This is an optimization exercise on Yosys and OpenROAD, whose aim is small area and few clock cycles per item, not a production implementation. Only simulation tests tie the RTL to the original design; equivalence was not proved.

==> flow/design.v, too long to show whole: its modules and the start of the top module <==
// module svv_sq7: 57 lines
// module svv_sq7f: 54 lines
// module svv_sq6: 43 lines
// module svv_mul_g: 367 lines
// module svv_mul_x: 367 lines
// module svv_mul_vc: 81 lines
// module svv_sq13: 170 lines
// module svv_fa: 4 lines
// module svv_ha: 4 lines
// module stereo_voice_volume_pan_law: 201 lines
module stereo_voice_volume_pan_law (
  input  logic        clk_i,
  input  logic        rst_ni,
  input  logic        in_valid_i,
  output logic        in_ready_o,
  input  logic [6:0]  in_voice_level_i,
  input  logic [6:0]  in_cmd_volume_i,
  input  logic [6:0]  in_cmd_pan_i,
  input  logic [6:0]  in_tone_volume_i,
  input  logic [6:0]  in_tone_pan_i,
  input  logic [6:0]  in_program_volume_i,
  output logic        out_valid_o,
  input  logic        out_ready_i,
  output logic [13:0] out_left_level_o,
  output logic [13:0] out_right_level_o,
  input  logic        cfg_we_i,
  input  logic [1:0]  cfg_idx_i,
  input  logic [6:0]  cfg_data_i
);
  // ...
==> flow/run.sh <==
#!/bin/bash
# synth_recipe.tcl (not shown) runs the flow's synth.tcl, then flattens the netlist and writes it again
# the make line also repeats each setting of config.mk as NAME=value (left out here)
make -C /OpenROAD-flow-scripts/flow DESIGN_CONFIG=/design/flow/config.mk WORK_HOME=/design/flow/orfs CLKGATE_MAP_FILE= SYNTH_SCRIPT=/design/flow/synth_recipe.tcl finish
==> flow/config.mk <==
export PLATFORM = sky130hd
export DESIGN_NAME = stereo_voice_volume_pan_law
export DESIGN_NICKNAME = stereo_voice_volume_pan_law
export VERILOG_FILES = /design/flow/design.v
export SDC_FILE = /design/flow/constraint.sdc
export NUM_CORES = 4
export LEC_CHECK = 0
export CAP_MARGIN = 20
export CORE_MARGIN = 2
export CORE_UTILIZATION = 40
export CTS_BUF_LIST = sky130_fd_sc_hd__clkbuf_4
export SLEW_MARGIN = 20
export SYNTH_HIERARCHICAL = 1
export SYNTH_MINIMUM_KEEP_SIZE = 0
==> flow/constraint.sdc <==
create_clock -name core_clock -period 7.0 [get_ports {clk_i}]
set_input_delay 1.4000 -clock core_clock [delete_from_list [all_inputs] [get_ports {clk_i}]]
set_output_delay 1.4000 -clock core_clock [all_outputs]
set_load 0.01 [all_outputs]
==> results.yml, run 1 <==
die:
  n_tap_cell: 2204
timing:
  setup_viol: 0
  final-max-slew-violation-count: 0
  tightest_slew_ns: 1.11
setup_path:
  r2r_start: "p2on_q3"
  cp.depth: 16
  path_buf_inv: 0
  crit_start: "p2on_q3"
  r2r_end: "r_q4[7]"
  path_max_fanout: 15
  critical_path.top_delay_family: "adder cells"
global_route:
  busiest_layer: "met2"
  grt_pass1_wl_um: 282000
  grt_max_degree: 139
  grt_use_total_pct: 20.4
layout:
  design_area_um2: 72200
  final_common_cell: "nand2_1"
  ff_latch_area_um2: 11900
  finalNetCount: 8187
  clkCellAreaFrac_pct: 2.04
routing:
  drtPass1Iterations: 8
  drc_errors: 0
  route.met2.wl_um: 86800
status:
  status: "finished clean"
clock_network:
  cts_buffers: 119
synthesis:
  ys_warn_count: 7
Testbench counts, summed over its fixed seeds: cycles 9,672, items 9,600.
==> inputs of run 2 (changes only) <==
--- a/flow/config.mk
+++ b/flow/config.mk
@@ -8,7 +8,6 @@
 export CAP_MARGIN = 20
 export CORE_MARGIN = 2
 export CORE_UTILIZATION = 40
-export CTS_BUF_LIST = sky130_fd_sc_hd__clkbuf_4
 export SLEW_MARGIN = 20
 export SYNTH_HIERARCHICAL = 1
 export SYNTH_MINIMUM_KEEP_SIZE = 0
==> run 2 against run 1 <==
- worst setup slack got worse by 0.019 ns
- register-to-register slack got worse by 0.02 ns
- non-clock buffer count did not move
- global-route usage is 0.084 points lower
- synthesized area did not move
- clock skew fell by 0.11 ns
- synthesized cell count did not move
- maximum frequency down 0.31%
==> results.yml, run 2 <==
status:
  status: "finished clean"
routing:
  route.met2.wl_um: 87400
  post_drt_wl_per_cell_um: 20.6
  first_iter_violations: 3263
  route.top_layer_used: "met4"
  drtPass1Iterations: 7
  wirelength_um: 173000
  ant_nets: 0
  wl_met3_um: 8490
  num_vias: 45868
  via_per_inst: 5.46
  m1WireLength_um: 71600
  drc_errors: 0
layout:
  final_cells: 8398
  drive_above_1_share_pct: 6.28
  final_cell_mix: "2034 x nand2_1, 1660 x fa_1, 344 x edfxtp_1"
  final_common_cell: "nand2_1"
  syn2layout_area_growth_pct: 7.12
  finalNetCount: 8121
  diodes: 0
clock_network:
  clk_pin_slew_ns: 0.06
  cts_buffers: 53
  cts.repair.resized: 0
  hold_buffers: 0
  cts_root_buffer: "clkbuf_16"
  clock_latency_ns: 0.69
  clock-sinks: 406
  clock_path_buffers: 3
  cts_tree: "done"
  ctsHtreeMaxLevel: 2
  cts_setup_buffers: 0
timing:
  holdWs_ns: 0.410
  rsz0062_at_grt: "no"
  fmax_mhz: 165
  final.setup_skew_ns: 0.0354
  slew_headroom_pct: 23.5
  period_share_pct: 86.6
  period_minus_slack_ns: 6.06
  final-max-slew-violation-count: 0
  tightest_slew_ns: 1.15
  tns_ns: 0
  hold_viol: 0
  setup_viol: 0
placement:
  dp.cells: 8298
  portBuffers: 85
  dp_hpwl_um: 131000
  place.gp.congestion: 0.905
die:
  die_h_um: 415
  boundaryPins: 86
  core_um2: 168000
  start_util_pct: 40.4
  die_area_um2: 172000
  fp-row-count: 150
  die_width_um: 415
setup_path:
  worstSetupEndpointType: "register"
  start_kind: "register"
  path_max_fanout: 15
  path_class: "register to register"
  arrival_ns: 6.57
  crit_required_ns: 7.50
synthesis:
  avgSynthCellArea_um2: 10.9
  synth_cells: 6181
  synthesis.area_um2: 67600
  ys_warn_count: 7
global_route:
  antenna_found_initial: 0
  grt_use_total_pct: 20.4
  grt_pass1_vias: 51319
  grt_pass1_wl_um: 281000
  grt_max_degree: 139
  grt_overflow: 0
worst_hold_path:
  hp-class: "register to register"
job:
  drv_cap: 0
## run 2: cell types whose count changed in the layout (fill, tap and decap cells not counted), sizes merged
cell / change
diode: -6
clkinv: -17
clkinvlp: +4
inv: +3
clkbuf: -104
bufinv: +3
## run 2: stage by stage
step,util (%),setup slack (ns),area (um2)
6_report,43.2,0.935,72500
5_1_grt,43.2,0.617,72500
4_1_cts,43.2,0.935,72500
3_5_place_dp,42.2,0.978,70700
3_3_place_gp,42.2,1.07,70700
2_1_floorplan,-,0.567,68200
## run 2: critical path, cell delays in order, from the launching register on
cell and delay [ns]:
edfxtp_1 0.74, mux2_2 0.52, nand2_1 0.12, fa_1 0.47
fa_1 0.58, fa_1 0.44, fa_1 0.42, fa_1 0.39
fa_1 0.39, a211oi_2 0.41, o211ai_1 0.22, a21boi_1 0.30
o21ai_1 0.15, a21oi_1 0.19, xor2_1 0.26, mux2i_1 0.11
a21oi_1 0.18
## run 2: layout make-up
class,count,area (um2)
Clock buffer,59,1390
Clock inverter,41,353
Fill cell,15659,95100
Inverter,70,279
Multi-Input combinational cell,5428,54100
Sequential cell,406,11900
Tap cell,2204,2760
Timing Repair Buffer,190,1650
## run 2: final timing paths
path	start	end	slack [ns]	depth (start not counted)
min in group asynchronous	rst_ni	mono_q	0.93	2
worst max-delay path	p2on_q3	r_q4[7]	0.94	16
worst max register to register	p2on_q3	r_q4[7]	0.94	16
worst min-delay path	pv_q3[0]	pv_q4[0]	0.41	0
max in group asynchronous	rst_ni	sfx_use_q[2]	5.51	2
worst min register to register	pv_q3[0]	pv_q4[0]	0.41	0
## run 2: metal layers
metal	vias up	GRT usage, %
li1	19672	-
met1	24473	26.6
met2	1456	35.5
met3	267	2.16
met4	0	6.47
met5	-	0
==> inputs of run 3 (changes only) <==
--- a/flow/config.mk
+++ b/flow/config.mk
@@ -7,7 +7,8 @@
 export LEC_CHECK = 0
 export CAP_MARGIN = 20
 export CORE_MARGIN = 2
-export CORE_UTILIZATION = 40
+export CORE_UTILIZATION = 55
+export CTS_BUF_LIST = sky130_fd_sc_hd__clkbuf_2 sky130_fd_sc_hd__clkbuf_4
 export SLEW_MARGIN = 20
 export SYNTH_HIERARCHICAL = 1
 export SYNTH_MINIMUM_KEEP_SIZE = 0
==> run 3 against run 2 <==
- synthesized cell count unchanged
- maximum frequency decreased by 0.17%
- highest routed layer unchanged
- non-clock buffer count decreased by 5
- worst setup slack worse by 0.011 ns
- critical path depth did not move
- global-route usage grew 7.9 points
- still clean on timing, DRC and antenna
==> results.yml, run 3 <==
status:
  status: "finished clean"
timing:
  rsz0062_at_grt: "no"
  period_share_pct: 86.8
  hold_viol: 0
  period_minus_slack_ns: 6.08
  tightest_slew_ns: 1.01
  final.setup_skew_ns: 0.119
  setup_viol: 0
  tns_ns: 0
  worst_slack_ns: 0.925
  final-max-slew-violation-count: 0
  holdWs_ns: 0.205
  fmax_mhz: 165
  slew_headroom_pct: 33.0
layout:
  final_cells: 7922
  final_common_cell: "nand2_1"
  design_area_um2: 71500
  syn2layout_area_growth_pct: 5.70
  final_cell_mix: "2034 x nand2_1, 1660 x fa_1, 344 x edfxtp_1"
  drive_above_1_share_pct: 7.53
  finalNetCount: 8176
setup_path:
  crit_required_ns: 7.89
  path_class: "register to register"
  arrival_ns: 6.97
  start_kind: "register"
  worstSetupEndpointType: "register"
  path_max_fanout: 14
global_route:
  grt_pass1_vias: 50937
  grt_pass1_wl_um: 279000
  grt_use_total_pct: 28.3
  grt_max_degree: 119
  grt_overflow: 0
  antenna_found_initial: 2
die:
  die_area_um2: 126000
  fp-row-count: 128
  core_um2: 122000
  die_width_um: 355
  start_util_pct: 55.5
  boundaryPins: 86
  die_h_um: 355
clock_network:
  cts_buffers: 113
  ctsHtreeMaxLevel: 3
  clk_pin_slew_ns: 0.08
  hold_buffers: 0
  cts_root_buffer: "clkbuf_4"
  clock-sinks: 406
  cts_setup_buffers: 0
  clock_latency_ns: 1.09
  cts.repair.resized: 0
  clock_path_buffers: 3
  cts_tree: "done"
synthesis:
  avgSynthCellArea_um2: 10.9
  ys_warn_count: 7
  synth_cells: 6181
  synthesis.area_um2: 67600
routing:
  drc_errors: 0
  first_iter_violations: 3016
  post_drt_wl_per_cell_um: 21.6
  ant_nets: 0
  num_vias: 45838
  via_per_inst: 5.79
  drtPass1Iterations: 5
  wirelength_um: 171000
placement:
  place.gp.congestion: 0.902
  dp.cells: 7714
  dp_hpwl_um: 131000
  dp_slack_ns: 1.03
  portBuffers: 85
  placed_area_um2: 70000
job:
  drv_cap: 0
worst_hold_path:
  hp-class: "primary input to async pin"
## run 3: worst max-delay path: stages (launching register included)
cell and delay (ns):
edfxtp_1 0.71, mux2_2 0.54, nand2_1 0.15, fa_1 0.55, fa_1 0.46, fa_1 0.45, fa_1 0.59, fa_1 0.44
ha_1 0.40, a21oi_1 0.34, nand2_1 0.08, a211oi_1 0.25, nor2_1 0.09, nor2_1 0.11, xor2_1 0.36, mux2i_1 0.13
a21oi_1 0.20
## run 3: layout make-up
type,instances,area (um2)
flip-flops and latches,406,11900
inverters,70,279
clock buffers,157,1180
repair buffers,185,1630
clock inverters,45,325
fillers,10324,50400
multi-input cells,5428,54100
well taps,1625,2030
diodes,6,15.0
## run 3: path summary, 6_finish.rpt
kind / depth (start not counted) / end / startpoint / slack [ns]
setup reg to reg: 16 / r_q4[10] / p2on_q3 / 0.92
hold reg to reg: 0 / pv_q2[6] / pv_q1[6] / 0.39
hold / removal: 1 / sfx_sq_q[4] / rst_ni / 0.21
min in group core_clock: 0 / pv_q2[6] / pv_q1[6] / 0.39
setup / recovery: 16 / r_q4[10] / p2on_q3 / 0.92
max in group asynchronous: 2 / vld_q[4] / rst_ni / 5.87
## run 3: through the flow
stage	util [%]
4_1_cts	58.6
2_1_floorplan	-
3_3_place_gp	57.4
6_report	58.7
3_5_place_dp	57.4
5_1_grt	58.7
## run 3: layer usage
layer,routed length (um),vias to the layer above,track usage [%],part of all wire (%)
met5,0,-,0,0
met4,5400,0,9.15,3.2
met3,9450,273,4.16,5.5
met2,85800,1494,48.0,50
met1,70300,24228,37.7,41
li1,-,19843,-,-
==> module stereo_voice_volume_pan_law, before the edit <==
module stereo_voice_volume_pan_law (
  input  logic        clk_i,
  input  logic        rst_ni,
  input  logic        in_valid_i,
  output logic        in_ready_o,
  input  logic [6:0]  in_voice_level_i,
  input  logic [6:0]  in_cmd_volume_i,
  input  logic [6:0]  in_cmd_pan_i,
  input  logic [6:0]  in_tone_volume_i,
  input  logic [6:0]  in_tone_pan_i,
  input  logic [6:0]  in_program_volume_i,
  output logic        out_valid_o,
  input  logic        out_ready_i,
  output logic [13:0] out_left_level_o,
  output logic [13:0] out_right_level_o,
  input  logic        cfg_we_i,
  input  logic [1:0]  cfg_idx_i,
  input  logic [6:0]  cfg_data_i
);
  localparam logic [1:0]  CfgMono   = 2'd0;
  localparam logic [1:0]  CfgSfx    = 2'd1;
  localparam logic [1:0]  CfgMaster = 2'd2;
  localparam logic [13:0] FullGain  = 14'd16129;
  logic [7:0] vld_q;       
  logic       adv;         
  logic       busy;        
  logic       dirty_q;     
  logic       take;
  assign adv        = !vld_q[7] || out_ready_i;
  assign busy       = |vld_q[6:0];
  assign in_ready_o = adv && (!dirty_q || !busy);
  assign take       = in_valid_i && in_ready_o;
  always_ff @(posedge clk_i or negedge rst_ni) begin
    if (!rst_ni) begin
      vld_q <= '0;
    end else if (adv) begin
      vld_q <= {vld_q[6:0], take};
    end
  end
  logic        mono_q;
  logic [13:0] sfx_sq_q, master_sq_q;     
  logic [13:0] sfx_use_q, master_use_q;   
  logic [13:0] cfg_sq;
  svv_sq7f u_cfg_sq (.a(cfg_data_i), .y(cfg_sq));
  always_ff @(posedge clk_i or negedge rst_ni) begin
    if (!rst_ni) begin
      mono_q       <= 1'b0;
      sfx_sq_q     <= FullGain;
      master_sq_q  <= FullGain;
      sfx_use_q    <= FullGain;
      master_use_q <= FullGain;
      dirty_q      <= 1'b0;
    end else begin
      if (dirty_q && !busy) begin
        sfx_use_q    <= sfx_sq_q;
        master_use_q <= master_sq_q;
      end
      if (cfg_we_i && (cfg_idx_i == CfgSfx || cfg_idx_i == CfgMaster)) begin
        dirty_q <= 1'b1;
      end else if (!busy) begin
        dirty_q <= 1'b0;
      end
      if (cfg_we_i) begin
        case (cfg_idx_i)
          CfgMono:   mono_q      <= cfg_data_i[0];
          CfgSfx:    sfx_sq_q    <= cfg_sq;
          CfgMaster: master_sq_q <= cfg_sq;
          default: begin
          end
        endcase
      end
    end
  end
  logic [5:0]  c0, d0;
  logic [12:0] vc0;
  assign c0 = in_cmd_pan_i[6]  ? ~in_cmd_pan_i[5:0]  : in_cmd_pan_i[5:0];
  assign d0 = in_tone_pan_i[6] ? ~in_tone_pan_i[5:0] : in_tone_pan_i[5:0];
  svv_mul_vc u_vc (.a(in_voice_level_i), .b(c0), .y(vc0));
  logic [6:0]  v_q1;
  logic [12:0] vc_q1;
  logic        p1on_q1, p1l_q1;    
  logic        p2on_q1, p2l_q1;    
  logic [5:0]  d_q1;
  logic [6:0]  tv_q1, cv_q1, pv_q1;
  always_ff @(posedge clk_i) begin
    if (adv) begin
      v_q1    <= in_voice_level_i;
      vc_q1   <= vc0;
      p1on_q1 <= !mono_q && (c0 != 6'd63);
      p1l_q1  <= in_cmd_pan_i[6];
      p2on_q1 <= !mono_q && (d0 != 6'd63);
      p2l_q1  <= in_tone_pan_i[6];
      d_q1    <= d0;
      tv_q1   <= in_tone_volume_i;
      cv_q1   <= in_cmd_volume_i;
      pv_q1   <= in_program_volume_i;
    end
  end
  logic [13:0] a1, x1, l1, r1, tsq1;
  svv_sq7  u_vsq (.a(v_q1), .y(a1));
  svv_sq13 u_m1 (.a(vc_q1), .y(x1));
  svv_sq7  u_tsq (.a(tv_q1), .y(tsq1));
  assign l1 = (p1on_q1 && p1l_q1)  ? x1 : a1;
  assign r1 = (p1on_q1 && !p1l_q1) ? x1 : a1;
  logic [13:0] src_q2, oth_q2, tsq_q2;
  logic        p2on_q2, p2l_q2;
  logic [5:0]  d_q2;
  logic [6:0]  cv_q2, pv_q2;
  always_ff @(posedge clk_i) begin
    if (adv) begin
      src_q2  <= (p2on_q1 && p2l_q1) ? r1 : l1;
      oth_q2  <= (p2on_q1 && p2l_q1) ? l1 : r1;
      tsq_q2  <= tsq1;
      p2on_q2 <= p2on_q1;
      p2l_q2  <= p2l_q1;
      d_q2    <= d_q1;
      cv_q2   <= cv_q1;
      pv_q2   <= pv_q1;
    end
  end
  logic [13:0] g2;
  logic [11:0] dsq2;
  svv_mul_g u_m2 (.a(src_q2), .b(tsq_q2), .y(g2));
  svv_sq6 u_dsq (.a(d_q2), .y(dsq2));
  logic [13:0] g_q3, oth_q3, k_q3;
  logic        p2on_q3, p2l_q3;
  logic [6:0]  cv_q3, pv_q3;
  always_ff @(posedge clk_i) begin
    if (adv) begin
      g_q3    <= g2;
      oth_q3  <= oth_q2;
      k_q3    <= p2on_q2 ? {2'd0, dsq2} : tsq_q2;
      p2on_q3 <= p2on_q2;
      p2l_q3  <= p2l_q2;
      cv_q3   <= cv_q2;
      pv_q3   <= pv_q2;
    end
  end
  logic [15:0] x3;
  logic [13:0] y3, l3, r3, cvsq3;
  svv_mul_x u_m3 (.a(p2on_q3 ? g_q3 : oth_q3), .b(k_q3), .y(x3));
  svv_sq7 u_cvsq (.a(cv_q3), .y(cvsq3));
  assign y3 = p2on_q3 ? x3[13:0] : x3[15:2];
  assign l3 = (p2on_q3 && p2l_q3) ? y3 : g_q3;
  assign r3 = (p2on_q3 && p2l_q3) ? g_q3 : y3;
  logic [13:0] l_q4, r_q4, cvsq_q4;
  logic [6:0]  pv_q4;
  always_ff @(posedge clk_i) begin
    if (adv) begin
      l_q4    <= l3;
      r_q4    <= r3;
      cvsq_q4 <= cvsq3;
      pv_q4   <= pv_q3;
    end
  end
  logic [13:0] l4, r4, pvsq4;
  svv_mul_g u_m4l (.a(l_q4), .b(cvsq_q4), .y(l4));
  svv_mul_g u_m4r (.a(r_q4), .b(cvsq_q4), .y(r4));
  svv_sq7 u_pvsq (.a(pv_q4), .y(pvsq4));
  logic [13:0] l_q5, r_q5, pvsq_q5;
  always_ff @(posedge clk_i) begin
    if (adv) begin
      l_q5    <= l4;
      r_q5    <= r4;
      pvsq_q5 <= pvsq4;
    end
  end
  logic [13:0] l5, r5;
  svv_mul_g u_m5l (.a(l_q5), .b(pvsq_q5), .y(l5));
  svv_mul_g u_m5r (.a(r_q5), .b(pvsq_q5), .y(r5));
  logic [13:0] l_q6, r_q6;
  always_ff @(posedge clk_i) begin
    if (adv) begin
      l_q6 <= l5;
      r_q6 <= r5;
    end
  end
  logic [13:0] l6, r6;
  svv_mul_g u_m6l (.a(l_q6), .b(sfx_use_q), .y(l6));
  svv_mul_g u_m6r (.a(r_q6), .b(sfx_use_q), .y(r6));
  logic [13:0] l_q7, r_q7;
  always_ff @(posedge clk_i) begin
    if (adv) begin
      l_q7 <= l6;
      r_q7 <= r6;
    end
  end
  logic [13:0] l7, r7;
  svv_mul_g u_m7l (.a(l_q7), .b(master_use_q), .y(l7));
  svv_mul_g u_m7r (.a(r_q7), .b(master_use_q), .y(r7));
  logic [13:0] l_q8, r_q8;
  always_ff @(posedge clk_i) begin
    if (adv) begin
      l_q8 <= l7;
      r_q8 <= r7;
    end
  end
  assign out_valid_o       = vld_q[7];
  assign out_left_level_o  = l_q8;
  assign out_right_level_o = r_q8;
endmodule
==> inputs of run 4 (changes only) <==
--- a/flow/design.v
+++ b/flow/design.v
@@ -1171,12 +1171,12 @@
   localparam logic [1:0]  CfgSfx    = 2'd1;
   localparam logic [1:0]  CfgMaster = 2'd2;
   localparam logic [13:0] FullGain  = 14'd16129;
-  logic [7:0] vld_q;       
+  logic [6:0] vld_q;       
   logic       adv;         
   logic       busy;        
   logic       dirty_q;     
   logic       take;
-  assign adv        = !vld_q[7] || out_ready_i;
+  assign adv        = !vld_q[6] || out_ready_i;
   assign busy       = |vld_q[6:0];
   assign in_ready_o = adv && (!dirty_q || !busy);
   assign take       = in_valid_i && in_ready_o;
@@ -1184,7 +1184,7 @@
     if (!rst_ni) begin
       vld_q <= '0;
     end else if (adv) begin
-      vld_q <= {vld_q[6:0], take};
+      vld_q <= {vld_q[5:0], take};
     end
   end
   logic        mono_q;
@@ -1335,17 +1335,7 @@
       r_q7 <= r6;
     end
   end
-  logic [13:0] l7, r7;
-  svv_mul_g u_m7l (.a(l_q7), .b(master_use_q), .y(l7));
-  svv_mul_g u_m7r (.a(r_q7), .b(master_use_q), .y(r7));
-  logic [13:0] l_q8, r_q8;
-  always_ff @(posedge clk_i) begin
-    if (adv) begin
-      l_q8 <= l7;
-      r_q8 <= r7;
-    end
-  end
-  assign out_valid_o       = vld_q[7];
-  assign out_left_level_o  = l_q8;
-  assign out_right_level_o = r_q8;
+  svv_mul_g u_m7l (.a(l_q7), .b(master_use_q), .y(out_left_level_o));
+  svv_mul_g u_m7r (.a(r_q7), .b(master_use_q), .y(out_right_level_o));
+  assign out_valid_o = vld_q[6];
 endmodule
--- a/flow/config.mk
+++ b/flow/config.mk
@@ -7,8 +7,7 @@
 export LEC_CHECK = 0
 export CAP_MARGIN = 20
 export CORE_MARGIN = 2
-export CORE_UTILIZATION = 55
-export CTS_BUF_LIST = sky130_fd_sc_hd__clkbuf_2 sky130_fd_sc_hd__clkbuf_4
+export CORE_UTILIZATION = 40
 export SLEW_MARGIN = 20
 export SYNTH_HIERARCHICAL = 1
 export SYNTH_MINIMUM_KEEP_SIZE = 0
==> run 4 against run 3 <==
- the layout now fails its checks (setup timing)
- clock skew shrank 0.069 ns
- synthesized cell count shrank 0.52%
- first-iteration DRC count grew 8.6%
- worst setup slack lost 1.2 ns
- utilization shrank 14 points
- flip-flop and latch count shrank 29
- wire length grew 1.7%
- cell count grew 7.2%
- hold slack gained 0.21 ns
- highest routed layer unchanged
==> results.yml, run 4 <==
timing:
  rsz0062_at_grt: "yes"
  period_minus_slack_ns: 7.23
  hold_viol: 0
  tns_ns: -0.777
  slew_headroom_pct: 31.5
  worst_slack_ns: -0.227
  tightest_slew_ns: 1.03
  setup_viol: 8
  final-max-slew-violation-count: 0
  fmax_mhz: 138
  period_share_pct: 103
  final.setup_skew_ns: 0.0504
die:
  die_width_um: 413
  boundaryPins: 86
  die_area_um2: 170000
  core_um2: 165000
  die_h_um: 413
  fp-row-count: 149
  start_util_pct: 40.4
placement:
  portBuffers: 85
  placed_area_um2: 70700
  dp_hpwl_um: 134000
  place.gp.congestion: 0.897
setup_path:
  slowest_delay_ns: 0.57
  crit_start: "master_use_q[10]"
  r2r_end: "r_q4[13]"
  crit_slowest_cell: "dfstp_2"
  r2r_cells: 17
  r2r_slack_ns: 0.62
  arrival_ns: 5.83
  worstSetupEndpointType: "output pin"
  critical_path.cell_chain: "buf_6 -> nand2_1 -> fa_1 -> fa_2 -> fa_2 -> fa_1 -> fa_1 -> ha_1 -> buf_4 -> a31o_1 -> a41o_2 -> a211o_1 -> or3b_4 -> a221oi_2 -> buf_2"
  crit_path_end: "out_right_level_o[13]"
  path_max_fanout: 4
  r2r_start: "p2on_q3"
  worst_path_most_repeated_cell: "fa_1"
  crit_required_ns: 5.60
  path_class: "register to output pin"
  start_kind: "register"
clock_network:
  cts_root_buffer: "clkbuf_16"
  ctsHtreeMaxLevel: 2
  clock_latency_ns: 0.65
  cts_tree: "done"
  cts_buffers: 47
  clock_path_buffers: 3
  clock-sinks: 377
  hold_buffers: 0
  clk_pin_slew_ns: 0.07
global_route:
  grt_pass1_wl_um: 281000
  grt_pass1_vias: 51339
  grt_max_degree: 191
  met2_usage_pct: 35.6
  antenna_found_initial: 1
  use_met1_pct: 27.9
  busiest_layer: "met2"
  grt_use_total_pct: 20.9
  grt_util_met3_pct: 2.30
  grt_overflow: 0
synthesis:
  avgSynthCellArea_um2: 10.9
  ys_warn_count: 7
  synth_cells: 6149
  synthesis.area_um2: 66800
layout:
  drive_above_1_share_pct: 10.9
  final_core_util_pct: 44.3
  design_area_um2: 73300
  finalNetCount: 8235
  final_cell_mix: "2022 x nand2_1, 1583 x fa_1, 316 x edfxtp_1"
  final_common_cell: "nand2_1"
  syn2layout_area_growth_pct: 9.74
  fillers: 15381
  ff_latch_area_um2: 11100
  multi_input_area_um2: 54800
routing:
  ant_nets: 0
  post_drt_wl_per_cell_um: 20.5
  wirelength_um: 174000
  drc_errors: 0
  drtPass1Iterations: 6
  num_vias: 46165
  first_iter_violations: 3275
  via_per_inst: 5.44
worst_hold_path:
  hp-class: "register to register"
  holdCritStartpoint: "oth_q2[3]"
job:
  drv_cap: 0
status:
  failed_checks: "setup timing"
  status: "failed layout checks"
## run 4: worst min path at each step
stage / end / cells past startpoint
after floorplan: cv_q2[0] / 0
after global placement: oth_q3[3] / 0
after detailed placement: cv_q3[4] / 0
after CTS: oth_q3[3] / 0
after global routing: cv_q3[4] / 0
final: oth_q3[3] / 0
## run 4: worst max-delay path, delay by kind of cell, from the launching register on
kind | cells | cell delay [ns]
compound gates | 4 | 1.07
fa+ha+maj | 6 | 2.66
buf+inv | 3 | 0.43
flops | 1 | 0.57
simple gates | 2 | 0.46
## run 4: layout make-up
type / count / share of cell area [%]
antenna: 1 / 0.00342
inverter: 70 / 0.376
timing repair buffer: 342 / 3.90
sequential: 377 / 15.1
clock inverter: 29 / 0.422
tap: 2189 / 3.74
clock buffer: 56 / 1.71
multi-input combinational: 5425 / 74.8
## run 4: per-stage QoR
| stage | std cells | setup slack, ns | hold WS, ns |
|---|---|---|---|
| 2_1_floorplan | 6295 | 0.243 | 0.400 |
| 3_3_place_gp | 8358 | -0.142 | 0.402 |
| 3_5_place_dp | 8358 | -0.177 | 0.405 |
| 4_1_cts | 8467 | -0.274 | 0.407 |
| 5_1_grt | 8488 | -0.396 | 0.422 |
| 6_report | 8489 | -0.227 | 0.411 |
## run 4: timing repair
item	in CTS	in global routing
setup buffers	24	26
cloned	0	0
pin swaps	57	75
endpoints found under the setup margin	28	28
gates resized for setup	196	103
## run 4: metal layers
| metal | wire, um | vias to the layer above |
|---|---|---|
| met3 | 9640 | 302 |
| li1 | - | 19846 |
| met2 | 86400 | 1636 |
| met5 | 0 | - |
| met1 | 72200 | 24381 |
| met4 | 5440 | 0 |
Testbench counts of run 4, summed over its fixed seeds: cycles 9,664, items 9,600.

-- what the ideal ports hide --
The results above use ideal ports. As a check the final layouts listed here were re-extracted and re-timed, cells and wires unchanged. Step 1 (the two cells are an assumption about what drives the block):
set clk [get_ports {clk_i}]
set_driving_cell -lib_cell sky130_fd_sc_hd__clkbuf_16 $clk
set_driving_cell -lib_cell sky130_fd_sc_hd__buf_2 [delete_from_list [all_inputs] $clk]
Step 2 adds t to the input delays and takes it off the output delays; t is the mean of the earliest and latest rising clock arrival at the registers after step 1. Input paths then give back, and output paths get back, about the clock's delay inside the block. a / b / c = ideal / step 1 / step 2; a / b = the first two.
run | shift t [ns] | setup slack, ns | worst setup path after step 2 | slew at the worst register clock pin (ns) | cell pins on the clock port's net
run 1 | 1.149 | 0.954 / 0.954 / 0.954 | register to register | 0.09 / 0.09 | 1
run 2 | 0.742 | 0.935 / 0.935 / 0.935 | register to register | 0.07 / 0.07 | 1
run 3 | 1.113 | 0.925 / 0.925 / 0.925 | register to register | 0.09 / 0.09 | 1
run 4 | 0.703 | -0.227 / -0.300 / 0.403 | register to output | 0.07 / 0.07 | 1
